Context: an optimization exercise on an open-source flow, tuned for small area. The choices shown serve that exercise and are no tape-out recipe.
Only simulation tests tie the RTL to the original design; equivalence was not proved.
The clock port is modelled as an ideal driver; clocking choices that lean on that would not hold on a real chip.

==> build 92 <==
==> flow/design.v <==
package pulse_gen_pkg;
    localparam int DEFAULT_CNT_W = 16;
    localparam logic [1:0] MODE_ONESHOT = 2'b00;
    localparam logic [1:0] MODE_BURST   = 2'b01;
    localparam logic [1:0] MODE_CONT    = 2'b10;
    localparam logic [1:0] MODE_GATED   = 2'b11;
    function automatic logic [DEFAULT_CNT_W-1:0] inc(input logic [DEFAULT_CNT_W-1:0] v);
        logic c;
        c = 1'b1;
        for (int i = 0; i < DEFAULT_CNT_W; i++) begin
            inc[i] = v[i] ^ c;
            c      = c & v[i];
        end
    endfunction
endpackage
module pulse_gen_channel #(
    parameter int CNT_W = pulse_gen_pkg::DEFAULT_CNT_W
) (
    input  logic             clk,
    input  logic             rst,
    input  logic             start,
    input  logic             stop,
    input  logic             gated,
    input  logic             per_le1,
    input  logic [CNT_W-1:0] nload_cnt,
    input  logic [CNT_W-1:0] nload_pl,
    input  logic [CNT_W-1:0] nwcl,
    input  logic [CNT_W-1:0] nlm1,
    output logic             pulse,
    output logic             busy,
    output logic             done
);
    logic             b, h, lch, gact, sl;
    logic [CNT_W-1:0] ncnt, nhq, nlq, npl;
    logic             idle, cnt_hi0, pl_hi0, phase_end, fin, fire, gfire, rise, kill;
    logic             b_n, h_n, lch_n, gact_n;
    assign idle      = ~b & ~lch;
    assign cnt_hi0   = &ncnt[CNT_W-1:1];
    assign pl_hi0    = &npl[CNT_W-1:2];
    assign phase_end = cnt_hi0 & (ncnt[0] ^ h);
    assign fin       = pl_hi0 & npl[1] & ~npl[0];
    assign rise      = start & sl;
    assign fire      = gact ? (pl_hi0 & npl[0]) : per_le1;
    assign gfire     = idle & gated & start & fire;
    assign kill      = rst | stop;
    logic             s_load, s_inc, s_lq, s_hq, pl_en, pl_step;
    logic [CNT_W-1:0] cnt_inc, pl_inc;
    assign s_load  = idle;
    assign s_inc   = ~idle & ~phase_end;
    assign s_lq    = ~idle & phase_end & h;
    assign s_hq    = ~idle & phase_end & ~h;
    assign pl_en   = idle | (b & h & phase_end & ~(pl_hi0 & npl[1] & npl[0]));
    assign pl_step = ~idle | (gated & gact);
    assign cnt_inc = pulse_gen_pkg::inc(ncnt);
    assign pl_inc  = pulse_gen_pkg::inc(npl);
    always_comb begin
        if (b) begin
            b_n = ~(h & phase_end & fin);
            h_n = h ? (~phase_end | fin) : phase_end;
        end else if (lch) begin
            b_n = 1'b1;
            h_n = phase_end;
        end else begin
            b_n = gfire;
            h_n = gfire;
        end
    end
    assign lch_n  = idle & ~gated & rise;
    assign gact_n = idle & gated & start & ~fire;
    always_ff @(posedge clk) begin
        if (kill) begin
            b    <= 1'b0;
            h    <= 1'b0;
            lch  <= 1'b0;
            gact <= 1'b0;
        end else begin
            b    <= b_n;
            h    <= h_n;
            lch  <= lch_n;
            gact <= gact_n;
        end
        sl <= ~start & ~rst;
        ncnt <= ({CNT_W{s_load}} & nload_cnt) | ({CNT_W{s_inc}} & cnt_inc)
              | ({CNT_W{s_lq}} & nlq) | ({CNT_W{s_hq}} & nhq);
        if (idle) begin
            nhq <= nwcl;
            nlq <= nlm1;
        end
        if (pl_en) npl <= pl_step ? pl_inc : nload_pl;
    end
    assign pulse = b & h;
    assign busy  = b;
    assign done  = ~b & h;
endmodule
module programmable_pulse_generator #(
    parameter int NUM_CH = 4,
    parameter int CNT_W  = pulse_gen_pkg::DEFAULT_CNT_W
) (
    input  logic              clk,
    input  logic              rst,
    input  logic [NUM_CH-1:0] start,
    input  logic [NUM_CH-1:0] stop,
    input  logic [1:0]        mode,
    input  logic [CNT_W-1:0]  delay_cfg,
    input  logic [CNT_W-1:0]  width_cfg,
    input  logic [CNT_W-1:0]  period_cfg,
    input  logic [CNT_W-1:0]  count_cfg,
    output logic [NUM_CH-1:0] pulse,
    output logic [NUM_CH-1:0] busy,
    output logic [NUM_CH-1:0] done
);
    logic             gated, per_le1;
    logic [CNT_W-1:0] wcl, lm1, load_cnt, load_pl;
    logic [CNT_W:0]   lc;
    assign gated   = (mode == pulse_gen_pkg::MODE_GATED);
    assign per_le1 = (period_cfg[CNT_W-1:1] == '0);
    assign wcl = {width_cfg[CNT_W-1:1], width_cfg[0] | (width_cfg == '0)};
    logic [CNT_W-1:0] pg, pp, gg, gp;
    assign pg = period_cfg & ~wcl;
    assign pp = period_cfg ^ ~wcl;
    always_comb begin
        gg = pg;
        gp = pp;
        for (int d = 1; d < CNT_W; d = d * 2)
            for (int i = 2 * d - 1; i < CNT_W; i = i + 2 * d) begin
                gg[i] = gg[i] | (gp[i] & gg[i-d]);
                gp[i] = gp[i] & gp[i-d];
            end
        for (int d = CNT_W / 4; d >= 1; d = d / 2)
            for (int i = 3 * d - 1; i < CNT_W; i = i + 2 * d) begin
                gg[i] = gg[i] | (gp[i] & gg[i-d]);
                gp[i] = gp[i] & gp[i-d];
            end
    end
    assign lc = {gg[CNT_W-1], pp ^ {gg[CNT_W-2:0], 1'b0}};
    assign lm1 = lc[CNT_W] ? lc[CNT_W-1:0] : '0;
    assign load_cnt = gated ? wcl : delay_cfg;
    assign load_pl  = gated ? {period_cfg[CNT_W-1:1], period_cfg[0] | (period_cfg == '0)}
                    : (mode == pulse_gen_pkg::MODE_BURST) ? {count_cfg[CNT_W-1:1], count_cfg[0] | (count_cfg == '0)}
                    : {{(CNT_W-1){1'b0}}, mode == pulse_gen_pkg::MODE_ONESHOT};
    for (genvar i = 0; i < NUM_CH; i++) begin : g_ch
        pulse_gen_channel #(
            .CNT_W(CNT_W)
        ) u_ch (
            .clk      (clk),
            .rst      (rst),
            .start    (start[i]),
            .stop     (stop[i]),
            .gated    (gated),
            .per_le1  (per_le1),
            .nload_cnt(~load_cnt),
            .nload_pl (~load_pl),
            .nwcl     (~wcl),
            .nlm1     (~lm1),
            .pulse    (pulse[i]),
            .busy     (busy[i]),
            .done     (done[i])
        );
    end
endmodule
==> flow/flow/run.sh <==
#!/bin/bash
# Standard layout (standard.sh) with three changes:
#  - synthesis maps logic with an area-oriented ABC script (flow/abc_area.script);
#    registers and their names are untouched, ABC only maps combinational logic;
#  - every input and output port gets the smallest buffer (buf_1);
#  - after CTS, cells on paths with slack to spare are downsized (flow/post_cts.tcl).
set -euo pipefail
rm -rf scripts_custom
cp -r "$FLOW_HOME/scripts" scripts_custom
cp flow/abc_area.script scripts_custom/abc_speed.script
export SCRIPTS_DIR="$PWD/scripts_custom"
export BUFFER_PORTS_ARGS="-buffer_cell sky130_fd_sc_hd__buf_1"
export POST_CTS_TCL="$PWD/flow/post_cts.tcl"
bash standard.sh > standard_flow.log 2>&1
==> flow/flow/abc_area.script <==
&get -n
&st
&dch
&nf -R 1000
&st
&dch
&nf -R 1000
&put
topo
stime -c
==> flow/flow/post_cts.tcl <==
# After CTS and its timing repair: give back area on paths with slack to
# spare (downsizes cells; a setup margin is kept), then re-legalize.
estimate_parasitics -placement
repair_timing -recover_power 100 -setup_margin 0.3 -verbose
detailed_placement
check_placement -verbose
estimate_parasitics -placement
report_design_area
==> flow/standard.sh <==
#!/bin/bash
# synth_recipe.tcl (not shown) runs the flow's synth.tcl, then flattens the netlist and writes it again
# the make line also repeats each setting of config.mk as NAME=value (left out here)
make -C /OpenROAD-flow-scripts/flow DESIGN_CONFIG=/design/flow/config.mk WORK_HOME=/design/flow/orfs CLKGATE_MAP_FILE= SYNTH_SCRIPT=/design/flow/synth_recipe.tcl "${@:-finish}"
==> flow/config.mk <==
export PLATFORM = sky130hd
export DESIGN_NAME = programmable_pulse_generator
export DESIGN_NICKNAME = programmable_pulse_generator
export VERILOG_FILES = /design/flow/design.v
export SDC_FILE = /design/flow/constraint.sdc
export NUM_CORES = 4
export LEC_CHECK = 0
export CAP_MARGIN = 20
export CORE_MARGIN = 2
export CORE_UTILIZATION = 40
export CTS_BUF_LIST = sky130_fd_sc_hd__clkbuf_16
export CTS_CLUSTER_DIAMETER = 80
export CTS_CLUSTER_SIZE = 25
export SLEW_MARGIN = 20
==> flow/constraint.sdc <==
create_clock -name core_clock -period 5.5 [get_ports {clk}]
set_input_delay 1.1000 -clock core_clock [delete_from_list [all_inputs] [get_ports {clk}]]
set_output_delay 1.1000 -clock core_clock [all_outputs]
set_load 0.01 [all_outputs]
==> trial 96: changes against build 92 <==
--- a/flow/design.v
+++ b/flow/design.v
@@ -30,14 +30,17 @@
     output logic             busy,
     output logic             done
 );
-    logic             b, h, lch, gact, sl;
+    logic             b, h, q, sl, lch, gact;
     logic [CNT_W-1:0] ncnt, nhq, nlq, npl;
-    logic             idle, cnt_hi0, pl_hi0, phase_end, fin, fire, gfire, rise, kill;
-    logic             b_n, h_n, lch_n, gact_n;
-    assign idle      = ~b & ~lch;
+    logic             idle, hi, cnt_hi0, pl_hi0, phase_end, fin, fire, gfire, rise, kill;
+    logic             b_n, h_n, q_n;
+    assign lch       = ~b & h & q;
+    assign gact      = ~b & ~h & q;
+    assign idle      = ~b & ~(h & q);
+    assign hi        = b & h;
     assign cnt_hi0   = &ncnt[CNT_W-1:1];
     assign pl_hi0    = &npl[CNT_W-1:2];
-    assign phase_end = cnt_hi0 & (ncnt[0] ^ h);
+    assign phase_end = cnt_hi0 & (ncnt[0] ^ hi);
     assign fin       = pl_hi0 & npl[1] & ~npl[0];
     assign rise      = start & sl;
     assign fire      = gact ? (pl_hi0 & npl[0]) : per_le1;
@@ -47,9 +50,9 @@
     logic [CNT_W-1:0] cnt_inc, pl_inc;
     assign s_load  = idle;
     assign s_inc   = ~idle & ~phase_end;
-    assign s_lq    = ~idle & phase_end & h;
-    assign s_hq    = ~idle & phase_end & ~h;
-    assign pl_en   = idle | (b & h & phase_end & ~(pl_hi0 & npl[1] & npl[0]));
+    assign s_lq    = ~idle & phase_end & hi;
+    assign s_hq    = ~idle & phase_end & ~hi;
+    assign pl_en   = idle | (hi & phase_end & ~(pl_hi0 & npl[1] & npl[0]));
     assign pl_step = ~idle | (gated & gact);
     assign cnt_inc = pulse_gen_pkg::inc(ncnt);
     assign pl_inc  = pulse_gen_pkg::inc(npl);
@@ -57,27 +60,26 @@
         if (b) begin
             b_n = ~(h & phase_end & fin);
             h_n = h ? (~phase_end | fin) : phase_end;
+            q_n = 1'b0;
         end else if (lch) begin
             b_n = 1'b1;
             h_n = phase_end;
+            q_n = 1'b0;
         end else begin
             b_n = gfire;
-            h_n = gfire;
+            h_n = gfire | (~gated & rise);
+            q_n = ~gated ? rise : (start & ~fire);
         end
     end
-    assign lch_n  = idle & ~gated & rise;
-    assign gact_n = idle & gated & start & ~fire;
     always_ff @(posedge clk) begin
         if (kill) begin
-            b    <= 1'b0;
-            h    <= 1'b0;
-            lch  <= 1'b0;
-            gact <= 1'b0;
+            b <= 1'b0;
+            h <= 1'b0;
+            q <= 1'b0;
         end else begin
-            b    <= b_n;
-            h    <= h_n;
-            lch  <= lch_n;
-            gact <= gact_n;
+            b <= b_n;
+            h <= h_n;
+            q <= q_n;
         end
         sl <= ~start & ~rst;
         ncnt <= ({CNT_W{s_load}} & nload_cnt) | ({CNT_W{s_inc}} & cnt_inc)
@@ -88,9 +90,9 @@
         end
         if (pl_en) npl <= pl_step ? pl_inc : nload_pl;
     end
-    assign pulse = b & h;
+    assign pulse = hi;
     assign busy  = b;
-    assign done  = ~b & h;
+    assign done  = ~b & h & ~q;
 endmodule
 module programmable_pulse_generator #(
     parameter int NUM_CH = 4,
==> flow/flow/run.sh (replaced) <==
#!/bin/bash
# Standard layout (standard.sh) with these changes:
#  - synthesis maps logic with an area-oriented ABC script (flow/abc_area.script)
#    and leaves adders to ABC (no adder cell extraction); registers and their
#    names are untouched, only combinational logic is mapped differently;
#  - every input and output port gets the smallest buffer (buf_1);
#  - CTS (same settings as config.mk) inserts no dummy loads.
set -euo pipefail
rm -rf scripts_custom
cp -r "$FLOW_HOME/scripts" scripts_custom
cp flow/abc_area.script scripts_custom/abc_speed.script
export SCRIPTS_DIR="$PWD/scripts_custom"
export ADDER_MAP_FILE=
export BUFFER_PORTS_ARGS="-buffer_cell sky130_fd_sc_hd__buf_1"
export CTS_ARGS="-sink_clustering_enable -repair_clock_nets -sink_clustering_size 25 -sink_clustering_max_diameter 80 -buf_list sky130_fd_sc_hd__clkbuf_16 -dont_use_dummy_load"
bash standard.sh > standard_flow.log 2>&1
- PLACE_DENSITY: unset -> 0.8
removed: flow/flow/post_cts.tcl
==> build 17: changes against build 92 <==
==> flow/flow/run.sh (replaced) <==
#!/bin/bash
# Standard layout (standard.sh) with two changes:
#  - synthesis maps logic with an area-oriented ABC script (flow/abc_area.script);
#    registers and their names are untouched, ABC only maps combinational logic;
#  - every input and output port gets the smallest buffer (buf_1).
set -euo pipefail
rm -rf scripts_custom
cp -r "$FLOW_HOME/scripts" scripts_custom
cp flow/abc_area.script scripts_custom/abc_speed.script
export SCRIPTS_DIR="$PWD/scripts_custom"
export BUFFER_PORTS_ARGS="-buffer_cell sky130_fd_sc_hd__buf_1"
bash standard.sh > standard_flow.log 2>&1
- CTS_CLUSTER_DIAMETER: 80 -> 60
- CTS_CLUSTER_SIZE: 25 -> 32
removed: flow/flow/post_cts.tcl
==> comparison table <==
|  | build 17 | trial 96 | build 92 |
|---|---|---|---|
| Final critical delay including setup and external delays | 4.63 ns | 4.51 ns | 4.72 ns |
| Clock net sink count | 276 | 272 | 276 |
| Hold path start | g_ch[3].u_ch.sl | g_ch[1].u_ch.nhq[9] | g_ch[0].u_ch.sl |
| Maximum fanout along the worst path | 6 | 4 | 13 |
| Area fraction of the dominant cell type after synthesis | 44.8% | 45.5% | 44.8% |
| Met2 wire length | 15400 µm | 16300 µm | 15300 µm |
| Final design utilization | 45.9% | 44.4% | 45.2% |
| Number of antenna violations at the first check in global routing | 0 | 1 | 0 |
| Crit path arrival time | 4.88 ns | 4.71 ns | 4.94 ns |
| Status | finished clean | finished clean | finished clean |
| Count of state elements after synthesis | 276 | 272 | 276 |
| Multi-input gate area in the final layout | 5370 µm² | 5120 µm² | 5330 µm² |
| Sequential portion of the cell area | 51.3% | 52.8% | 52.0% |
| Count of plain and timing-repair buffers in the layout | 109 | 109 | 112 |
| Worst clock skew on the final layout | 0.0174 ns | 0.0140 ns | 0.0307 ns |
| Layout Area Growth over Synthesis | 12.8% | 10.1% | 11.1% |
| Mux cell area share after synthesis | 1.17% | 1.58% | 1.17% |
| Dpl cell area | 13900 µm² | 13600 µm² | 13900 µm² |
| FF/Latch Area | 7450 µm² | 7370 µm² | 7450 µm² |
| Data-path buffer share of cell area in the final layout | 3.39% | 3.52% | 3.47% |
| CP bufs+invs | 2 | 3 | 4 |
| Worst skew pair latency | 0.52 ns | 0.48 ns | 0.51 ns |
| Net count reported at finish | 1385 | 1396 | 1384 |
| Number of buffers created by CTS | 19 | 14 | - |
| Count of routing violations after the opening detailed-route iteration | 783 | 1107 | 862 |
| Routed met1 length | 15300 µm | 14000 µm | 15300 µm |
| Routing usage on met1 | 28.8% | 28.8% | 28.7% |

-- static timing again, ports no longer ideal --
How much do the figures lean on ideal ports? The routed layouts below were timed once more, with nothing changed but the port constraints.
Step 1 assumes that a clkbuf_16 drives the clock port and a buf_2 every other input.
Step 2 times the ports against the registers' clock, not the clock port: input delays grow and output delays shrink by t, the midpoint of the rising clock arrivals with the driver on.
Slacks: ideal ports / drivers / drivers and shift; pairs: ideal ports / drivers.
| run | t, ns | setup slack, ns | worst data-port slew with drivers (ns) |
|---|---|---|---|
| build 92 | 0.542 | 0.777 / 0.802 / 0.260 | 0.05 |
| trial 96 | 0.526 | 0.987 / 1.016 / 0.490 | 0.05 |
| build 17 | 0.562 | 0.867 / 0.897 / 0.335 | 0.06 |
After both steps every run listed still meets setup and hold. The setup slack of build 17, which loses most, moves by +0.030 ns with the drivers and by -0.532 ns with both steps.
